This is an optimization exercise on Yosys and OpenROAD, whose aim is a short achievable clock period and few clock cycles per item, not a production implementation.
No functional check of the RTL was part of any run shown here.
Power is estimated from default activity; no workload was simulated.

[design/flow/run.sh]
#!/bin/bash
# synth_recipe.tcl (not shown) runs the flow's synth.tcl, then flattens the netlist and writes it again
# the make line also repeats each setting of config.mk as NAME=value (left out here)
make -C /OpenROAD-flow-scripts/flow DESIGN_CONFIG=/design/flow/config.mk WORK_HOME=/design/flow/orfs CLKGATE_MAP_FILE= SYNTH_SCRIPT=/design/flow/synth_recipe.tcl finish
[design/flow/constraint.sdc]
create_clock -name core_clock -period 7.0 [get_ports {clk}]
set_input_delay 1.4000 -clock core_clock [delete_from_list [all_inputs] [get_ports {clk}]]
set_output_delay 1.4000 -clock core_clock [all_outputs]
set_load 0.01 [all_outputs]
[design/flow/config.mk]
export PLATFORM = sky130hd
export DESIGN_NAME = sliding_window_arq_sender
export DESIGN_NICKNAME = sliding_window_arq_sender
export VERILOG_FILES = /design/flow/design.v
export SDC_FILE = /design/flow/constraint.sdc
export NUM_CORES = 4
export LEC_CHECK = 0
export ABC_CLOCK_PERIOD_IN_PS = 2000
export CAP_MARGIN = 30
export CORE_MARGIN = 2
export CORE_UTILIZATION = 40
export SETUP_SLACK_MARGIN = 4.3
export SLEW_MARGIN = 30
[design/flow/design.v]
`default_nettype none
package swarq_pkg;
	localparam int WINDOW_SLOTS = 32;
	localparam int MAX_PAYLOAD  = 1400;
	localparam int MAX_RESULTS  = 32;
	localparam int SLOT_W  = $clog2(WINDOW_SLOTS);
	localparam int CNT_W   = $clog2(WINDOW_SLOTS + 1);
	localparam int RES_W   = $clog2(MAX_RESULTS);
	localparam int SEQ_W   = 16;
	localparam int SIZE_W  = 11;
	localparam int MAP_W   = 32;
	localparam int TOTAL_W = 32;
	localparam int KIND_W  = 2;
	localparam int OKIND_W = 3;
	localparam logic [KIND_W-1:0] KIND_SEND    = 2'd0;
	localparam logic [KIND_W-1:0] KIND_ACK     = 2'd1;
	localparam logic [KIND_W-1:0] KIND_FINISH  = 2'd2;
	localparam logic [KIND_W-1:0] KIND_TIMEOUT = 2'd3;
	localparam logic [OKIND_W-1:0] OUT_TX       = 3'd0;
	localparam logic [OKIND_W-1:0] OUT_RETX     = 3'd1;
	localparam logic [OKIND_W-1:0] OUT_REFUSED  = 3'd2;
	localparam logic [OKIND_W-1:0] OUT_FINISHED = 3'd3;
	localparam logic [OKIND_W-1:0] OUT_STATUS   = 3'd4;
endpackage
`default_nettype wire
`default_nettype none
module swarq_ram #(
	parameter int WIDTH = 8,
	parameter int DEPTH = 32
) (
	input  wire logic                     clk,
	input  wire logic                     we,
	input  wire logic [$clog2(DEPTH)-1:0] waddr,
	input  wire logic [WIDTH-1:0]         wdata,
	input  wire logic [$clog2(DEPTH)-1:0] raddr,
	output logic      [WIDTH-1:0]         rdata
);
	logic [WIDTH-1:0] mem [DEPTH];
	always_ff @(posedge clk) begin
		if (we) begin
			mem[waddr] <= wdata;
		end
		rdata <= mem[raddr];
	end
endmodule
`default_nettype wire
`default_nettype none
module sliding_window_arq_sender (
	input  wire logic                             clk,
	input  wire logic                             arst_n,
	input  wire logic                             start,
	output logic                                  busy,
	input  wire logic [swarq_pkg::KIND_W-1:0]     kind,
	input  wire logic [swarq_pkg::SIZE_W-1:0]     payload_size,
	input  wire logic [swarq_pkg::SEQ_W-1:0]      ack_seq,
	input  wire logic [swarq_pkg::MAP_W-1:0]      received_map,
	output logic                                  result_valid,
	output logic      [swarq_pkg::OKIND_W-1:0]    out_kind,
	output logic      [swarq_pkg::SEQ_W-1:0]      out_seq,
	output logic      [swarq_pkg::SIZE_W-1:0]     out_size,
	output logic      [swarq_pkg::TOTAL_W-1:0]    delivered_bytes,
	output logic                                  last
);
	localparam int W   = swarq_pkg::WINDOW_SLOTS;
	localparam int SW  = swarq_pkg::SLOT_W;
	localparam int CW  = swarq_pkg::CNT_W;
	localparam int QW  = swarq_pkg::SEQ_W;
	localparam int ZW  = swarq_pkg::SIZE_W;
	localparam int TW  = swarq_pkg::TOTAL_W;
	localparam int KW  = swarq_pkg::OKIND_W;
	localparam int LW  = 6;           
	localparam int HW  = QW - LW;
	localparam int RW  = 16;          
	localparam int NQ  = 6;           
	localparam int NQW = $clog2(NQ + 1);
	typedef logic [KW-1:0] okind_t;
	logic              in_v;
	logic [1:0]        in_kind;
	logic [ZW-1:0]     in_size;
	logic [QW-1:0]     in_ack;
	logic [QW-1:LW]    in_ack_hp1;   
	logic [W-1:0]      in_map;
	logic              take;
	logic [NQW-1:0]    inflight_q;
	logic [NQW-1:0]    inflight_dec;
	logic              busy_q;
	logic              busy_o;       
	assign busy = busy_o;
	assign inflight_dec = inflight_q - NQW'(q_pop) - NQW'(p_drop);
	assign take = start && !busy_q;
	logic [QW-1:0]     base_q;
	logic [HW-1:0]     base_hp1_q;   
	logic [QW-1:0]     next_q;
	logic [CW-1:0]     cnt_q;
	logic              fin_q;
	logic [RW-1:0]     sent_q;       
	logic [RW-1:0]     sent_new;
	logic [RW-1:0]     cum_q [W];    
	logic              p_send, p_ack, p_fin, p_tmo;
	logic              eq0, eq1, borrow, le_n, nwrap, at_base;
	logic              inwin, behind;
	logic              refuse;
	logic [QW-1:0]     next_inc;
	logic [CW-1:0]     cnt_ack;
	logic              p_drop;
	logic              d1_v;
	okind_t            d1_k;         
	logic              d1_ack;       
	logic [QW-1:0]     d1_seq;
	logic [ZW-1:0]     d1_size;
	logic [CW-1:0]     d1_cnt;
	logic [W-1:0]      d1_map;
	logic              d1_upd;       
	logic [RW-1:0]     d1_lo;        
	logic [RW-1:0]     tlo_q;        
	logic [TW-1:RW]    thi_q;        
	logic [TW-1:RW]    thi_p1_q;     
	logic              tsat_q;       
	logic [RW-1:0]     v_lo;
	logic              v_wrap;
	logic              v_sat;
	logic [TW-1:RW]    v_hi;
	logic [TW-1:0]     v_total;
	logic [W-1:0]      v_vec;
	logic [W-1:0]      v_below;
	logic [W-1:0]      v_rem;
	logic [SW-1:0]     v_idx;
	okind_t            v_k;
	okind_t            q_k    [NQ];
	logic [QW-1:0]     q_seq  [NQ];
	logic [TW-1:0]     q_total[NQ];
	logic [SW-1:0]     q_idx  [NQ];
	logic [W-1:0]      q_rem  [NQ];   
	logic              q_last [NQ];
	logic [NQ-1:0]     q_wp;          
	logic [NQ-1:0]     q_we;          
	logic [NQ-1:0]     q_rp;          
	logic [NQW-1:0]    q_n;
	okind_t            q_rk;
	logic [QW-1:0]     q_rseq;
	logic [TW-1:0]     q_rtotal;
	logic [SW-1:0]     q_ridx;
	logic [W-1:0]      q_rrem;
	logic              q_rlast;
	logic              q_push, q_pop;
	logic              c_v;
	okind_t            c_k;
	logic [QW-1:0]     c_seq;
	logic [TW-1:0]     c_total;
	logic [SW-1:0]     c_idx;
	logic [W-1:0]      c_rem;
	logic              c_last;       
	logic              c_adv;
	logic [W-1:0]      c_below;
	logic [SW-1:0]     c_nidx;
	logic [ZW-1:0]     size_q [W];
	logic              e_v;
	okind_t            e_k;
	logic [QW-1:0]     e_seq;
	logic [SW-1:0]     e_slot;
	logic [ZW-1:0]     e_size;
	logic [TW-1:0]     e_total;
	logic              e_last;
	logic              e_list;
	logic              o_v;
	okind_t            o_k;
	logic [QW-1:0]     o_seq;
	logic [ZW-1:0]     o_size;
	logic [TW-1:0]     o_total;
	logic              o_last;
	function automatic logic [SW-1:0] low_idx(input logic [W-1:0] v);
		logic [SW-1:0] r;
		r = '0;
		for (int i = W - 1; i >= 0; i--) begin
			if (v[i]) begin
				r = SW'(i);
			end
		end
		low_idx = r;
	endfunction
	function automatic logic lt_sop(input logic [QW-1:0] a, input logic [QW-1:0] b, input int n);
		logic r;
		logic eqh;
		r = 1'b0;
		for (int i = 0; i < QW; i++) begin
			if (i < n) begin
				eqh = 1'b1;
				for (int j = i + 1; j < QW; j++) begin
					if (j < n) begin
						eqh = eqh & (a[j] ~^ b[j]);
					end
				end
				r = r | (!a[i] & b[i] & eqh);
			end
		end
		lt_sop = r;
	endfunction
	function automatic logic most_one(input logic [W-1:0] v);
		logic [W-1:0] a, m;
		a = v;
		m = '0;
		for (int w = W / 2; w >= 1; w = w / 2) begin
			for (int i = 0; i < w; i++) begin
				m[i] = m[2*i] | m[2*i+1] | (a[2*i] & a[2*i+1]);
				a[i] = a[2*i] | a[2*i+1];
			end
		end
		most_one = !m[0];
	endfunction
	function automatic logic [W-1:0] any_below(input logic [W-1:0] v);
		logic [W-1:0] r;
		r[0] = 1'b0;
		for (int i = 1; i < W; i++) begin
			r[i] = r[i-1] | v[i-1];
		end
		any_below = r;
	endfunction
	always_ff @(posedge clk) begin
		in_kind <= kind;
		in_size <= payload_size;
		in_ack  <= ack_seq;
		in_ack_hp1 <= ack_seq[QW-1:LW] + 1'b1;
		in_map  <= received_map;
	end
	always_ff @(posedge clk or negedge arst_n) begin
		if (!arst_n) begin
			in_v       <= 1'b0;
			inflight_q <= '0;
			busy_q     <= 1'b0;
			busy_o     <= 1'b0;
		end else begin
			in_v       <= take;
			inflight_q <= inflight_dec + NQW'(take);
			busy_q     <= (inflight_dec + NQW'(!busy_q)) >= NQW'(NQ);
			busy_o     <= (inflight_dec + NQW'(!busy_q)) >= NQW'(NQ);
		end
	end
	assign p_send = in_v && !fin_q && (in_kind == swarq_pkg::KIND_SEND);
	assign p_ack  = in_v && !fin_q && (in_kind == swarq_pkg::KIND_ACK);
	assign p_fin  = in_v && !fin_q && (in_kind == swarq_pkg::KIND_FINISH);
	assign p_tmo  = in_v && !fin_q && (in_kind == swarq_pkg::KIND_TIMEOUT);
	assign eq0     = in_ack[QW-1:LW] == base_q[QW-1:LW];
	assign eq1     = in_ack[QW-1:LW] == base_hp1_q;
	assign borrow  = lt_sop(QW'(in_ack[LW-1:0]), QW'(base_q[LW-1:0]), LW);
	assign le_n    = !lt_sop(QW'(next_q[LW-1:0]), QW'(in_ack[LW-1:0]), LW);
	assign nwrap   = lt_sop(QW'(next_q[LW-1:0]), QW'(base_q[LW-1:0]), LW);
	assign at_base = eq0 && (in_ack[LW-1:0] == base_q[LW-1:0]);
	assign inwin   = (eq0 && !borrow && (nwrap || le_n)) || (eq1 && borrow && nwrap && le_n);
	assign behind  = in_ack[QW-1] ^ base_q[QW-1]
		^ lt_sop({1'b0, in_ack[QW-2:0]}, {1'b0, base_q[QW-2:0]}, QW - 1);
	assign cnt_ack = CW'(next_q[LW-1:0] - in_ack[LW-1:0]);
	assign refuse   = cnt_q[CW-1] || (in_size > ZW'(swarq_pkg::MAX_PAYLOAD));
	assign next_inc = next_q + 1'b1;
	assign p_drop   = p_tmo && (cnt_q == '0);
	assign sent_new = sent_q + RW'(in_size);
	always_ff @(posedge clk) begin
		if (p_send && !refuse) begin
			cum_q[next_inc[SW-1:0]] <= sent_new;
		end
	end
	always_ff @(posedge clk or negedge arst_n) begin
		if (!arst_n) begin
			base_q     <= '0;
			base_hp1_q <= HW'(1);
			next_q     <= '0;
			cnt_q      <= '0;
			fin_q      <= 1'b0;
			d1_v       <= 1'b0;
			d1_upd     <= 1'b0;
			sent_q     <= '0;
		end else begin
			d1_v   <= in_v && !p_drop;
			d1_upd <= p_ack && (inwin ? !at_base : (!behind && (cnt_q != '0)));
			if (p_send && !refuse) begin
				next_q <= next_inc;
				cnt_q  <= cnt_q + 1'b1;
				sent_q <= sent_new;
			end
			if (p_ack) begin
				if (inwin) begin
					base_q     <= in_ack;
					base_hp1_q <= in_ack_hp1;
					cnt_q      <= cnt_ack;
				end else if (!behind) begin
					base_q     <= next_q;
					base_hp1_q <= next_q[QW-1:LW] + 1'b1;
					cnt_q      <= '0;
				end
			end
			if (p_fin) begin
				fin_q <= 1'b1;
			end
		end
	end
	always_ff @(posedge clk) begin
		d1_ack  <= p_ack;
		d1_map  <= in_map;
		d1_size <= in_size;
		d1_lo   <= inwin ? cum_q[in_ack[SW-1:0]] : sent_q;
		d1_cnt  <= cnt_q;
		d1_seq  <= base_q;
		if (p_send) begin
			d1_k   <= refuse ? swarq_pkg::OUT_REFUSED : swarq_pkg::OUT_TX;
			d1_seq <= next_q;
		end else if (p_ack) begin
			d1_k <= swarq_pkg::OUT_RETX;
			if (inwin) begin
				d1_seq <= in_ack;
				d1_cnt <= cnt_ack;
			end else if (!behind) begin
				d1_seq <= next_q;
				d1_cnt <= '0;
			end
		end else if (p_tmo) begin
			d1_k <= swarq_pkg::OUT_RETX;
		end else begin
			d1_k <= swarq_pkg::OUT_FINISHED;
		end
	end
	assign v_lo    = d1_upd ? d1_lo : tlo_q;
	assign v_wrap  = d1_upd && lt_sop(QW'(d1_lo), QW'(tlo_q), RW);
	assign v_sat   = tsat_q || (v_wrap && (thi_q == '1));
	assign v_hi    = v_wrap ? thi_p1_q : thi_q;
	assign v_total = v_sat ? '1 : {v_hi, v_lo};
	always_ff @(posedge clk or negedge arst_n) begin
		if (!arst_n) begin
			tlo_q    <= '0;
			thi_q    <= '0;
			thi_p1_q <= (TW-RW)'(1);
			tsat_q   <= 1'b0;
		end else begin
			tlo_q <= v_lo;
			if (v_wrap) begin
				thi_q    <= thi_p1_q;
				thi_p1_q <= thi_p1_q + 1'b1;
			end
			tsat_q <= v_sat;
		end
	end
	always_comb begin
		for (int i = 0; i < W; i++) begin
			v_vec[i] = (CW'(i) < d1_cnt) && !(d1_ack && d1_map[i]);
		end
	end
	assign v_below = any_below(v_vec);
	assign v_rem   = v_vec & v_below;
	assign v_idx   = low_idx(v_vec);
	assign v_k     = (d1_k == swarq_pkg::OUT_RETX && v_vec == '0) ? swarq_pkg::OUT_STATUS : d1_k;
	assign q_push = d1_v;
	always_ff @(posedge clk) begin
		for (int i = 0; i < NQ; i++) begin
			if (q_we[i]) begin
				q_k[i]     <= v_k;
				q_seq[i]   <= d1_seq;
				q_total[i] <= v_total;
				q_idx[i]   <= v_idx;
				q_rem[i]   <= (d1_k == swarq_pkg::OUT_RETX) ? v_rem : {{(W-ZW){1'b0}}, d1_size};
				q_last[i]  <= (d1_k != swarq_pkg::OUT_RETX) || most_one(v_vec);
			end
		end
	end
	always_ff @(posedge clk or negedge arst_n) begin
		if (!arst_n) begin
			q_wp <= NQ'(1);
			q_we <= '0;
			q_rp <= NQ'(1);
			q_n  <= '0;
		end else begin
			if (q_push) begin
				q_wp <= {q_wp[NQ-2:0], q_wp[NQ-1]};
				q_we <= (in_v && !p_drop) ? {q_wp[NQ-2:0], q_wp[NQ-1]} : '0;
			end else begin
				q_we <= (in_v && !p_drop) ? q_wp : '0;
			end
			if (q_pop)  q_rp <= {q_rp[NQ-2:0], q_rp[NQ-1]};
			q_n <= q_n + NQW'(q_push) - NQW'(q_pop);
		end
	end
	always_comb begin
		q_rk     = '0;
		q_rseq   = '0;
		q_rtotal = '0;
		q_ridx   = '0;
		q_rrem   = '0;
		q_rlast  = 1'b0;
		for (int i = 0; i < NQ; i++) begin
			if (q_rp[i]) begin
				q_rk     = q_rk     | q_k[i];
				q_rseq   = q_rseq   | q_seq[i];
				q_rtotal = q_rtotal | q_total[i];
				q_ridx   = q_ridx   | q_idx[i];
				q_rrem   = q_rrem   | q_rem[i];
				q_rlast  = q_rlast  | q_last[i];
			end
		end
	end
	assign c_adv   = !c_v || c_last;
	assign q_pop   = c_adv && (q_n != '0);
	assign c_below = any_below(c_rem);
	assign c_nidx  = low_idx(c_rem);
	always_ff @(posedge clk or negedge arst_n) begin
		if (!arst_n) begin
			c_v <= 1'b0;
		end else if (c_adv) begin
			c_v <= q_n != '0;
		end
	end
	always_ff @(posedge clk) begin
		if (c_adv) begin
			c_k     <= q_rk;
			c_seq   <= q_rseq;
			c_total <= q_rtotal;
			c_idx   <= q_ridx;
			c_rem   <= q_rrem;
			c_last  <= q_rlast;
		end else begin
			c_idx  <= c_nidx;
			c_rem  <= c_rem & c_below;
			c_last <= most_one(c_rem);
		end
		if (c_v && c_k == swarq_pkg::OUT_TX) begin
			size_q[c_seq[SW-1:0]] <= c_rem[ZW-1:0];
		end
	end
	always_ff @(posedge clk or negedge arst_n) begin
		if (!arst_n) begin
			e_v <= 1'b0;
		end else begin
			e_v <= c_v;
		end
	end
	always_ff @(posedge clk) begin
		e_k     <= c_k;
		e_total <= c_total;
		e_last  <= c_last;
		e_list  <= c_k == swarq_pkg::OUT_RETX;
		e_slot  <= c_seq[SW-1:0] + c_idx;
		e_seq   <= (c_k == swarq_pkg::OUT_RETX) ? c_seq + {{(QW-SW){1'b0}}, c_idx} : c_seq;
		e_size  <= (c_k == swarq_pkg::OUT_TX) ? c_rem[ZW-1:0] : '0;
	end
	always_ff @(posedge clk or negedge arst_n) begin
		if (!arst_n) begin
			o_v <= 1'b0;
		end else begin
			o_v <= e_v;
		end
	end
	always_ff @(posedge clk) begin
		o_k     <= e_k;
		o_total <= e_total;
		o_last  <= e_last;
		o_seq   <= e_seq;
		o_size  <= e_list ? size_q[e_slot] : e_size;
	end
	assign result_valid    = o_v;
	assign out_kind        = o_k;
	assign out_seq         = o_seq;
	assign out_size        = o_size;
	assign delivered_bytes = o_total;
	assign last            = o_last;
endmodule
`default_nettype wire
==> summary.txt, run 1 <==
drt initial violations 3620; power share of the clock group 35.3%; syn avg cell area 17.1 um2; status complete, no violations; Hold Buf Count CTS 0; via count 40.6k; flops & latches, synth 1919; count of different cell masters after synthesis 109; die width 431 um; Initial DRT Pass Iterations 6; Hold Crit Class reg2reg; first-pass GRT wire length 273 mm; FMAX 337 MHz; Crit path required time 7.60 ns; Detailed Place HPWL 106 mm; Sw Share 26.6%; area added between synthesis and finish 21.8%; num ports ~130; reg2reg path depth 14; post-route ant nets 0; Worst Max-Slew Pin Slew 0.972 ns; total gr overflow 0; chip height 431 um; peak supply drop 0.230 mV; vias in the first global route ~40k; CP startpoint kind flip-flop; drt wl/cell 25.7 um; hold path start e_total[22]; vias per inst 5.59; Worst-path clk slew approximately 0.060 ns; clock tree buffer depth 3; Crit Reg-Reg Endpoint cum_q[2][14]; routability cong. 0.905; register area 0.0538 mm2; hold path depth 0; row count 156; Mapped Nets 4418; antenna violations before repair 1; pin count of the biggest net entering global routing between 80 and 90; Power Dens Cells 326 mW/mm2; area of the die between 0.15 and 0.2 mm2; crit path kind reg2reg; IO Port Bufs 128; Max-Cap Viols 0; EDFF count, synth 1449; leakage power ~30 nW; initial core utilization 40.3%; min Tclk post-route 2.97 ns; worst skew pair latency 0.86 ns; commonest register cell after synthesis edfxtp_1; WL final 187 mm; TritonCTS clock tree done; worst clock skew 0.0449 ns; Num CTS Buffers roughly 190; hold path endpoint o_total[22]; CP Max Fanout 7; reg2reg setup slack roughly 4.0 ns; Reg-to-Reg Start sent_q[0]; Root Buffer clkbuf_16; Gate power share ~17%; final net count 4862; Net Switching 0.00770 W; Setup crit end kind flip-flop; Reg power frac 47.5%; Final Util between 40% and 50%; final hold vios 0; CTS sink cnt between 1.5k and 2k; Critical Path AT 3.57 ns; Cell Int Power 0.0212 W; Seq/Total Area, Yosys 73.6%; max-slew violations 0; multi-input combinational cell area 0.0201 mm2; Synth Cell Area 0.0729 mm2; layout cells sized above 1 29.2%; Tcrit/Tclk final 42.4%; final setup TNS 0 ns; Syn Inst Count 4269; fill count 14.9k; DRC viols 0; max_slew headroom 35.2%; Core Area approximately 0.18 mm2; Post-synth ARST share ~7.6%; H-tree levels 4; Final setup viols 0; yosys warns 7; RSZ-0062 raised after global routing true; All-Layer GR Usage 19.7%
-- through the flow --
stage	power (W)	cell area (um2)	hold slack (ns)	setup WS (ns)	instances
global route	0.0299	88700	0.329	3.94	7251
floorplan	0.0163	73100	0.310	4.05	4269
CTS	0.0287	86700	0.327	4.08	7168
global placement	0.0179	77200	0.311	2.64	6632
detailed placement	0.0181	77400	0.312	2.63	6634
finish	0.0289	88700	0.325	4.03	7254
-- synthesized netlist by cell type (17+ instances only) --
cell      instances  area, um2
a22oi_1         232       1740
buf_1            43        161
clkbuf_1        128        480
a211oi_1         21        158
mux2_2           47        529
o21bai_1         23        173
a31oi_1          38        238
and2_1           20        125
a211o_1          20        175
xor2_1           30        263
dfxtp_1         325       6510
nor3_1           56        280
a221oi_1         50        438
edfxtp_1       1449      43500
o21ai_0          83        415
o22ai_1          17        106
nand2_1         258        968
mux2i_1          28        280
dfrtp_1         141       3530
xnor2_1          69        604
and3_1           25        156
nor2_1          181        679
a21oi_1          92        460
o211ai_1         25        188
buf_2            31        155
nand4_1          27        169
nor2b_1          20        125
nand3_1         100        500
inv_1            95        357
mux4_2          270       6080
ha_1             80       1000
-- state kept, by name, summed over array words and instances, names as in the netlist, 18 cells and up, named ones only --
name / cells
cum_q: 512
size_q: 352
q_rem: 192
q_total: 192
q_seq: 96
c_rem: 32
c_total: 32
d1_map: 32
e_total: 32
in_map: 32
o_total: 32
q_idx: 30
q_k: 18
-- cell families after synthesis --
group	Yosys count	synth area share, %
buf+inv	315	1.82
simple gates	776	5.12
fa+ha+maj	87	1.54
flops	1919	73.6
compound gates	726	7.19
xor+xnor	99	1.19
mux	347	9.50
-- timing repair --
item / 4_1_cts / 5_1_grt
setup buffers: 146 / 71
gates cloned: 24 / 10
gates resized for setup: 588 / 268
pin swaps: 63 / 78
setup endpoints to repair: 1335 / 1200
-- how the worst max path moves through the flow --
stage / startpoint / end / slack, ns / depth (start not counted)
after global placement: in_ack[4] / base_hp1_q[7] / 2.64 / 9
after detailed placement: in_ack[4] / base_hp1_q[8] / 2.63 / 9
after floorplan: sent_q[0] / cum_q[0][8] / 4.05 / 9
final: sent_q[0] / cum_q[2][14] / 4.03 / 14
after global routing: sent_q[0] / cum_q[2][14] / 3.94 / 14
after CTS: next_q[2] / cnt_q[3] / 4.08 / 10
-- placed cells by master, fill, tap and decap left out, types with 17 or more instances in the layout --
master,n
buf_12,49
clkinv_2,30
dfxtp_2,41
mux4_2,270
a22oi_1,230
and2_1,18
clkbuf_16,203
o21bai_2,17
nor2_4,39
nand4_1,27
nor2_2,24
a21oi_1,70
clkbuf_8,23
and3_1,22
buf_2,29
a211o_1,19
inv_1,81
dfxtp_1,270
nand3_1,97
nor3_1,33
clkbuf_1,53
ha_1,63
xnor2_1,59
o21ai_0,63
a221oi_1,36
edfxtp_1,1449
dfrtp_1,119
o211ai_1,25
xor2_1,27
clkdlybuf4s50_1,62
buf_4,191
nand2_1,241
nor2_1,125
mux2_2,38
a31oi_1,36
clkinv_1,22
mux2i_1,25
buf_6,90
-- layer usage --
layer	vias to the layer above	part of all wire (%)	track usage [%]
met3	289	5.8	3.15
met4	2	3.3	6.70
met5	-	0.0070	0
met1	21200	42	26.9
met2	1304	49	32.2
li1	17800	-	-
-- critical path, stage by stage (launching register included) --
cell	delay, ns
dfrtp_1	0.38
ha_4	0.15
inv_2	0.04
fa_2	0.34
nor2b_2	0.13
o31a_1	0.19
o31a_1	0.16
o211ai_1	0.08
buf_4	0.18
a21oi_4	0.21
o211ai_1	0.15
buf_4	0.24
buf_6	0.13
xnor2_4	0.14
buf_6	0.17
-- power by group through the flow --
stage	clock [W]	sequential, W	combinational [W]
floorplan	0	0.0138	0.00246
global placement	0	0.0140	0.00392
detailed placement	0	0.0140	0.00406
CTS	0.0104	0.0137	0.00455
global route	0.0109	0.0138	0.00531
finish	0.0102	0.0137	0.00496
-- layout make-up --
| cell class | count | share of cell area [%] |
|---|---|---|
| Tap cell | 2370 | 3.34 |
| Multi-Input combinational cell | 2044 | 22.7 |
| Sequential cell | 1919 | 60.6 |
| Timing Repair Buffer | 454 | 5.63 |
| Clock inverter | 86 | 1.01 |
| Timing Repair inverter | 1 | 0.00987 |
| Inverter | 99 | 0.477 |
| Antenna cell | 3 | 0.00846 |
| Clock buffer | 278 | 6.17 |
==> run 2: changes to the inputs <==
--- a/design/flow/config.mk
+++ b/design/flow/config.mk
@@ -8,6 +8,6 @@
 export ABC_CLOCK_PERIOD_IN_PS = 2000
 export CAP_MARGIN = 30
 export CORE_MARGIN = 2
-export CORE_UTILIZATION = 40
+export CORE_UTILIZATION = 60
 export SETUP_SLACK_MARGIN = 4.3
 export SLEW_MARGIN = 30
==> run 2 against run 1 <==
Still clean. Sequential cell count unchanged. Clock skew down 0.017 ns. Area after synthesis unchanged. Register-to-register slack better by 0.03 ns. Highest routed layer unchanged.
==> summary.txt, run 2 <==
status complete, no violations; final hold vios 0; flops & latches, synth 1919; slowest CP cell dfrtp_1; DRC viols 0; Seq/Total Area, Yosys between 70% and 80%; Initial DRT Pass Iterations 6; Synth Cell Area 0.0729 mm2; yosys warns 7; Syn Inst Count 4269; die width 352 um; max-slew violations 0; CP Max Fanout 16; power share of the clock group roughly 34%; Cell Int Power roughly 0.021 W; total gr overflow 0; routability cong. 0.895; crit path kind reg2reg; hold path start e_seq[9]; CP startpoint sent_q[0]; Post-synth ARST share 7.56%; Worst-path clk slew 0.06 ns; Hold Crit Class reg2reg; CP cell instances ha_4 -> inv_2 -> fa_2 -> nor2b_2 -> o31a_1 -> o31a_1 -> o211ai_1 -> buf_4 -> a21oi_4 -> buf_4 -> buf_6 -> nor2_4 -> buf_12 -> xnor2_4 -> buf_12; Tcrit/Tclk final a little over two fifths; Reg power frac 47.5%; clock tree buffer depth 3; Detailed Place HPWL 106 mm; Final setup viols 0; post-route ant nets 0; Power Dens Cells 332 mW/mm2; EDFF count, synth 1449; commonest non-fill, non-tap cell in the layout edfxtp_1; Worst Max-Slew Pin Slew around 1.1 ns; num ports 129; Sw Share 26.2%; largest cells by area after synthesis edfxtp_1, dfxtp_1, mux4_2, dfrtp_1, a22oi_1; H-tree levels 4; min Tclk post-route 2.94 ns; pre-CTS WS 2.68 ns; RSZ-0062 raised after global routing true; pin count of the biggest net entering global routing about 110; Post-synth top cells edfxtp_1, dfxtp_1, mux4_2, nand2_1, a22oi_1; worst skew pair latency a little over 0.8 ns; TritonCTS clock tree done; final net count 4846; WL final 183 mm; vias per inst 6.33; Core Area about 0.12 mm2; via count 40.9k; initial core utilization 60.6%; most frequent cells in the layout edfxtp_1, dfxtp_1, mux4_2; antenna violations before repair 5; final setup TNS 0 ns; FMAX 340 MHz; Net Switching 0.00761 W; chip height 352 um; Critical Path AT 3.48 ns; Crit path required time 7.54 ns; Root Buffer clkbuf_16; commonest register cell after synthesis edfxtp_1; Max-Cap Viols 0; count leader, synth edfxtp_1; area added between synthesis and finish 19.8%; count of different cell masters after synthesis 109; final worst-path setup slack 4.06 ns; layout cells sized above 1 28.5%; dpl cells a little under 6k; first-pass GRT wire length 264 mm; max reg flops between 500 and 600; dominant cell type by area after synthesis edfxtp_1; dpl cell area ~0.076 mm2; Setup crit end kind flip-flop; design area slightly below 0.09 mm2; slowest stage delay, CP 0.42 ns; Mapped Nets about 4.4k; Layout Cells excl Fill between 6k and 7k; vias in the first global route between 30k and 40k; leakage power 29.8 nW; All-Layer GR Usage between 20 and 30%; top-area cell type share of the netlist area 59.7%; Hold Slack 0.325 ns; Num CTS Buffers 185; worst clock skew 0.0276 ns; peak supply drop 0.329 mV; area of the die 0.124 mm2; CP startpoint kind flip-flop; Gate power share 18.2%; Reg-to-Reg Start sent_q[0]; syn avg cell area about 17 um2; CTS sink cnt approximately 1.9k; max_slew headroom 30.0%; row count around 130; IO Port Bufs 128; drt wl/cell 28.2 um; drt initial violations between 4k and 5k
==> run 2: changes by cell type in the layout (fill, tap and decap cells not counted), sizes merged, moves of 3 or more <==
cell	change
buf	-8
bufinv	+3
clkbuf	+7
clkinv	-25
clkinvlp	+6
==> run 2: power groups by stage <==
stage | sequential (W) | clock [W] | combinational, W
after global routing | 0.0138 | 0.0105 | 0.00561
after floorplan | 0.0138 | 0 | 0.00246
after CTS | 0.0138 | 0.0101 | 0.00496
after global placement | 0.0141 | 0 | 0.00395
after detailed placement | 0.0141 | 0 | 0.00417
final | 0.0138 | 0.00994 | 0.00528
==> run 2: area by class of cell <==
type,instances,area [um2]
tap,1612,2020
antenna,2,5.00
clock buffer,280,5480
multi-input combinational,2042,20100
timing repair buffer,449,4810
fill,7464,32900
timing repair inverter,1,8.76
clock inverter,68,684
inverter,99,413
sequential,1919,53800
==> run 2: cell families after synthesis <==
kind of cell | after synthesis | synth area share [%]
DFF | 1919 | 73.6
and+or+nand+nor | 776 | 5.12
AOI/OAI and AO/OA | 726 | 7.19
muxes | 347 | 9.50
buffers and inverters | 315 | 1.82
xor gates and xnor gates | 99 | 1.19
adders and majority gates | 87 | 1.54
==> run 2: worst max-delay path, delay by kind of cell, from the launching register on <==
| family | cells | cell delay [ns] |
|---|---|---|
| buffers and inverters | 6 | 0.81 |
| AO/OA/AOI/OAI | 4 | 0.79 |
| flip-flops | 1 | 0.42 |
| adder cells (fa/ha/maj) | 2 | 0.39 |
| AND/OR/NAND/NOR | 2 | 0.16 |
| XOR/XNOR | 1 | 0.08 |
==> run 2: final timing paths <==
path | endpoint | slack (ns) | cells after the start
min in group asynchronous | thi_q[16] | 0.49 | 1
min | o_seq[9] | 0.32 | 0
min reg2reg | o_seq[9] | 0.32 | 0
max | cum_q[22][12] | 4.06 | 15
max in group asynchronous | q_we[0] | 5.33 | 2
max reg2reg | cum_q[22][12] | 4.06 | 15
==> run 2: stage by stage <==
| step | power [W] | util, % |
|---|---|---|
| 6_report | 0.0290 | 72.7 |
| 3_3_place_gp | 0.0180 | 63.4 |
| 5_1_grt | 0.0300 | 72.7 |
| 2_1_floorplan | 0.0163 | - |
| 3_5_place_dp | 0.0182 | 63.6 |
| 4_1_cts | 0.0288 | 71.2 |
==> run 2: routing by layer <==
metal / vias to the layer above / share of wire [%] / GRT usage, %
li1: 17800 / - / -
met1: 21100 / 42 / 43.0
met2: 1786 / 46 / 43.5
met3: 310 / 8.5 / 5.91
met4: 2 / 3.1 / 9.32
met5: - / 0.0038 / 0
==> run 2: what timing repair did <==
action | CTS | global route
setup buffers | 156 | 71
hold endpoints to repair | 0 | 0
pin swaps | 64 | 62
gates resized for setup | 562 | 195
hold buffers | 0 | 0
gates cloned | 16 | 12
endpoints found under the setup margin | 1467 | 1120
==> run 3: changes to the inputs <==
--- a/design/flow/design.v
+++ b/design/flow/design.v
@@ -83,10 +83,13 @@
 	logic              take;
 	logic [NQW-1:0]    inflight_q;
 	logic [NQW-1:0]    inflight_dec;
+	logic              busy_next;
 	logic              busy_q;
 	logic              busy_o;       
 	assign busy = busy_o;
 	assign inflight_dec = inflight_q - NQW'(q_pop) - NQW'(p_drop);
+	assign busy_next    = q_pop ? (inflight_q + NQW'(!busy_q) >= NQW'(NQ + 1))
+	                            : (inflight_q + NQW'(!busy_q) >= NQW'(NQ));
 	assign take = start && !busy_q;
 	logic [QW-1:0]     base_q;
 	logic [HW-1:0]     base_hp1_q;   
@@ -96,6 +99,8 @@
 	logic [RW-1:0]     sent_q;       
 	logic [RW-1:0]     sent_new;
 	logic [RW-1:0]     cum_q [W];    
+	logic              cw_q;         
+	logic [SW-1:0]     cw_idx_q;
 	logic              p_send, p_ack, p_fin, p_tmo;
 	logic              eq0, eq1, borrow, le_n, nwrap, at_base;
 	logic              inwin, behind;
@@ -231,8 +236,8 @@
 		end else begin
 			in_v       <= take;
 			inflight_q <= inflight_dec + NQW'(take);
-			busy_q     <= (inflight_dec + NQW'(!busy_q)) >= NQW'(NQ);
-			busy_o     <= (inflight_dec + NQW'(!busy_q)) >= NQW'(NQ);
+			busy_q     <= busy_next;
+			busy_o     <= busy_next;
 		end
 	end
 	assign p_send = in_v && !fin_q && (in_kind == swarq_pkg::KIND_SEND);
@@ -254,8 +259,9 @@
 	assign p_drop   = p_tmo && (cnt_q == '0);
 	assign sent_new = sent_q + RW'(in_size);
 	always_ff @(posedge clk) begin
-		if (p_send && !refuse) begin
-			cum_q[next_inc[SW-1:0]] <= sent_new;
+		cw_idx_q <= next_inc[SW-1:0];
+		if (cw_q) begin
+			cum_q[cw_idx_q] <= sent_q;
 		end
 	end
 	always_ff @(posedge clk or negedge arst_n) begin
@@ -268,7 +274,9 @@
 			d1_v       <= 1'b0;
 			d1_upd     <= 1'b0;
 			sent_q     <= '0;
+			cw_q       <= 1'b0;
 		end else begin
+			cw_q   <= p_send && !refuse;
 			d1_v   <= in_v && !p_drop;
 			d1_upd <= p_ack && (inwin ? !at_base : (!behind && (cnt_q != '0)));
 			if (p_send && !refuse) begin
@@ -296,7 +304,7 @@
 		d1_ack  <= p_ack;
 		d1_map  <= in_map;
 		d1_size <= in_size;
-		d1_lo   <= inwin ? cum_q[in_ack[SW-1:0]] : sent_q;
+		d1_lo   <= (inwin && !(cw_q && cw_idx_q == in_ack[SW-1:0])) ? cum_q[in_ack[SW-1:0]] : sent_q;
 		d1_cnt  <= cnt_q;
 		d1_seq  <= base_q;
 		if (p_send) begin
--- a/design/flow/config.mk
+++ b/design/flow/config.mk
@@ -9,5 +9,5 @@
 export CAP_MARGIN = 30
 export CORE_MARGIN = 2
 export CORE_UTILIZATION = 60
-export SETUP_SLACK_MARGIN = 4.3
+export SETUP_SLACK_MARGIN = 4.4
 export SLEW_MARGIN = 30
==> run 3 against run 2 <==
Synthesized cell count down 2.5%. Design area shrank 2.4%. Setup slack improved by 0.046 ns. Wire length down 0.56%. Largest power group unchanged. Worst hold slack worse by 0.011 ns.
==> summary.txt, run 3 <==
max-slew violations 0; post-route ant nets 0; Mapped Nets 4306; dominant cell type by area after synthesis edfxtp_1; Power Dens Cells 320 mW/mm2; vias in the first global route 38.3k; Critical Path AT approximately 3.4 ns; first-pass GRT wire length 263 mm; Core Area 0.120 mm2; commonest register cell after synthesis edfxtp_1; num ports 129; EDFF count, synth 1449; RSZ-0062 raised after global routing true; antenna violations before repair 7; via count 39.9k; largest cells by area after synthesis edfxtp_1, dfxtp_1, mux4_2, dfrtp_1, a22oi_1; flops & latches, synth 1925; yosys warns 7; met3 Resource Use GR under 10%; final setup TNS 0 ns; met1 Usage GRT 45.4%; dpl cell area 0.0757 mm2; Tcrit/Tclk final 41.4%; IO Port Bufs 128; Worst Max-Slew Pin Slew 1.00 ns; most frequent cells in the layout edfxtp_1, mux4_2, dfxtp_1; TritonCTS clock tree done; Hold Crit Class reg2reg; row count 127; WL final 181 mm; status complete, no violations; Setup crit end kind flip-flop; Tot Pwr 0.0273 W; Detailed Place HPWL approximately 110 mm; Synth Cell Area between 0.07 and 0.08 mm2; final net count 4660; syn avg cell area 17.4 um2; area added between synthesis and finish 18.0%; peak supply drop roughly 0.27 mV; max_slew headroom 33.0%; Initial DRT Pass Iterations 6; drt wl/cell 28.8 um; DRC viols 0; Syn Inst Count between 4k and 5k; commonest non-fill, non-tap cell in the layout edfxtp_1; final hold vios 0; crit path kind reg2reg; clock tree buffer depth 3; drt initial violations 4276; H-tree levels 4; worst clock skew 0.0255 ns; CP Max Fanout 8; Seq/Total Area, Yosys between 70% and 80%; All-Layer GR Usage 29.6%; CTS sink cnt 1925; max reg flops 512; top-area cell type share of the netlist area about 60%; leakage power 28.9 nW; die width 351 um; worst skew pair latency 0.81 ns; min Tclk post-route slightly below 3 ns; routability cong. approximately 0.91; Crit path required time roughly 7.5 ns; layout cells sized above 1 between 20 and 30%; pin count of the biggest net entering global routing 73; design area 0.0852 mm2; Hold Buf Count CTS 0; Post-synth ARST share under 10%; Max-Cap Viols 0; Worst-path clk slew 0.06 ns; Root Buffer clkbuf_16; count of different cell masters after synthesis 92; met2 Use GR 44.8%; area of the die 0.123 mm2; Final setup viols 0; GRT busiest layer met1; initial core utilization about three fifths; Num CTS Buffers roughly 190; Post-synth top cells edfxtp_1, dfxtp_1, mux4_2, a22oi_1, nand2_1; chip height 351 um; total gr overflow 0; FMAX 345 MHz; count leader, synth edfxtp_1; CP startpoint kind flip-flop; vias per inst 6.35
## run 3: power breakdown
| part | internal, W | switching [W] | total, W |
|---|---|---|---|
| Sequential | 0.0131 | 0.000596 | 0.0137 |
| Clock | 0.00570 | 0.00420 | 0.00990 |
| Combinational | 0.00158 | 0.00212 | 0.00370 |
| Total | 0.0204 | 0.00691 | 0.0273 |
## run 3: kinds of logic after synthesis
family          after synthesis  synth area share, %
buf+inv                     298                 1.70
mux                         363                 9.79
compound gates              715                 6.85
flops                      1925                 74.5
simple gates                678                 4.51
xor+xnor                    101                 1.22
fa+ha+maj                    82                 1.47
## run 3: timing repair
item	CTS	global route
resized for setup	618	162
setup endpoints to repair	992	552
cloned	13	3
pin swaps	55	59
buffers inserted	97	47
## run 3: path summary, 6_finish.rpt
| kind | start | endpoint | slack [ns] | cells after the start |
|---|---|---|---|---|
| max | d1_cnt[3] | q_rem[2][31] | 4.10 | 9 |
| min | e_seq[15] | o_seq[15] | 0.31 | 0 |
| max reg2reg | d1_cnt[3] | q_rem[2][31] | 4.10 | 9 |
| min reg2reg | e_seq[15] | o_seq[15] | 0.31 | 0 |
| max in group asynchronous | arst_n | sent_q[1] | 5.10 | 2 |
| min in group asynchronous | arst_n | thi_q[27] | 0.51 | 1 |
## run 3: critical path, cell delays in order (launching register included)
cell	delay, ns
dfxtp_4	0.35
buf_4	0.16
nor2_1	0.26
a221o_1	0.31
nand2_1	0.28
nor4_4	0.53
buf_4	0.22
nand2_8	0.06
nor2_4	0.24
a311oi_4	0.18
## run 3: cell type report
class	count	area (um2)
fillers	7486	34400
clock inverters	75	774
inverters	85	358
flip-flops and latches	1925	54000
diodes	1	2.50
well taps	1612	2020
multi-input cells	1943	18900
repair buffers	374	3840
clock buffers	276	5300
## run 3: layer usage
metal | wire length [um] | share of wire, %
met5 | 0 | 0
met4 | 4770 | 2.6
met3 | 15400 | 8.5
met2 | 84200 | 46
met1 | 77100 | 43
## run 3: stage by stage
stage | cells | util [%] | setup WS, ns | hold slack, ns
global route | 6290 | 71.2 | 4.06 | 0.315
CTS | 6240 | 70.2 | 4.18 | 0.314
floorplan | 4162 | - | 4.31 | 0.310
global placement | 5778 | 63.1 | 2.70 | 0.310
finish | 6291 | 71.2 | 4.10 | 0.314
detailed placement | 5779 | 63.2 | 2.99 | 0.312

-- what the ideal ports hide --
No port has a modelled driver above. Below, the same layouts with a new extraction and two added sets of constraints.
Step 1 sets driving cells, clkbuf_16 on the clock port and buf_2 on the other inputs (assumed; they add their load-dependent delay and slew).
Step 2, shift: input delay + t, output delay - t, t = (earliest + latest rising clock arrival at the registers) / 2. This alone moves slack from input paths to output paths.
a / b / c = no drivers / after step 1 / after step 2; a / b = the first two.
run | t (ns) | setup slack, ns | slew at the worst register clock pin (ns)
run 1 | 0.919 | 4.031 / 4.031 / 4.031 | 0.07 / 0.07
run 2 | 0.881 | 4.058 / 4.058 / 4.036 | 0.07 / 0.07
run 3 | 0.881 | 4.103 / 4.103 / 3.738 | 0.07 / 0.07
After both steps every run listed still meets setup and hold. For run 3, which loses most, drivers alone change the setup slack by 0.000 ns; drivers and shift together by -0.365 ns.
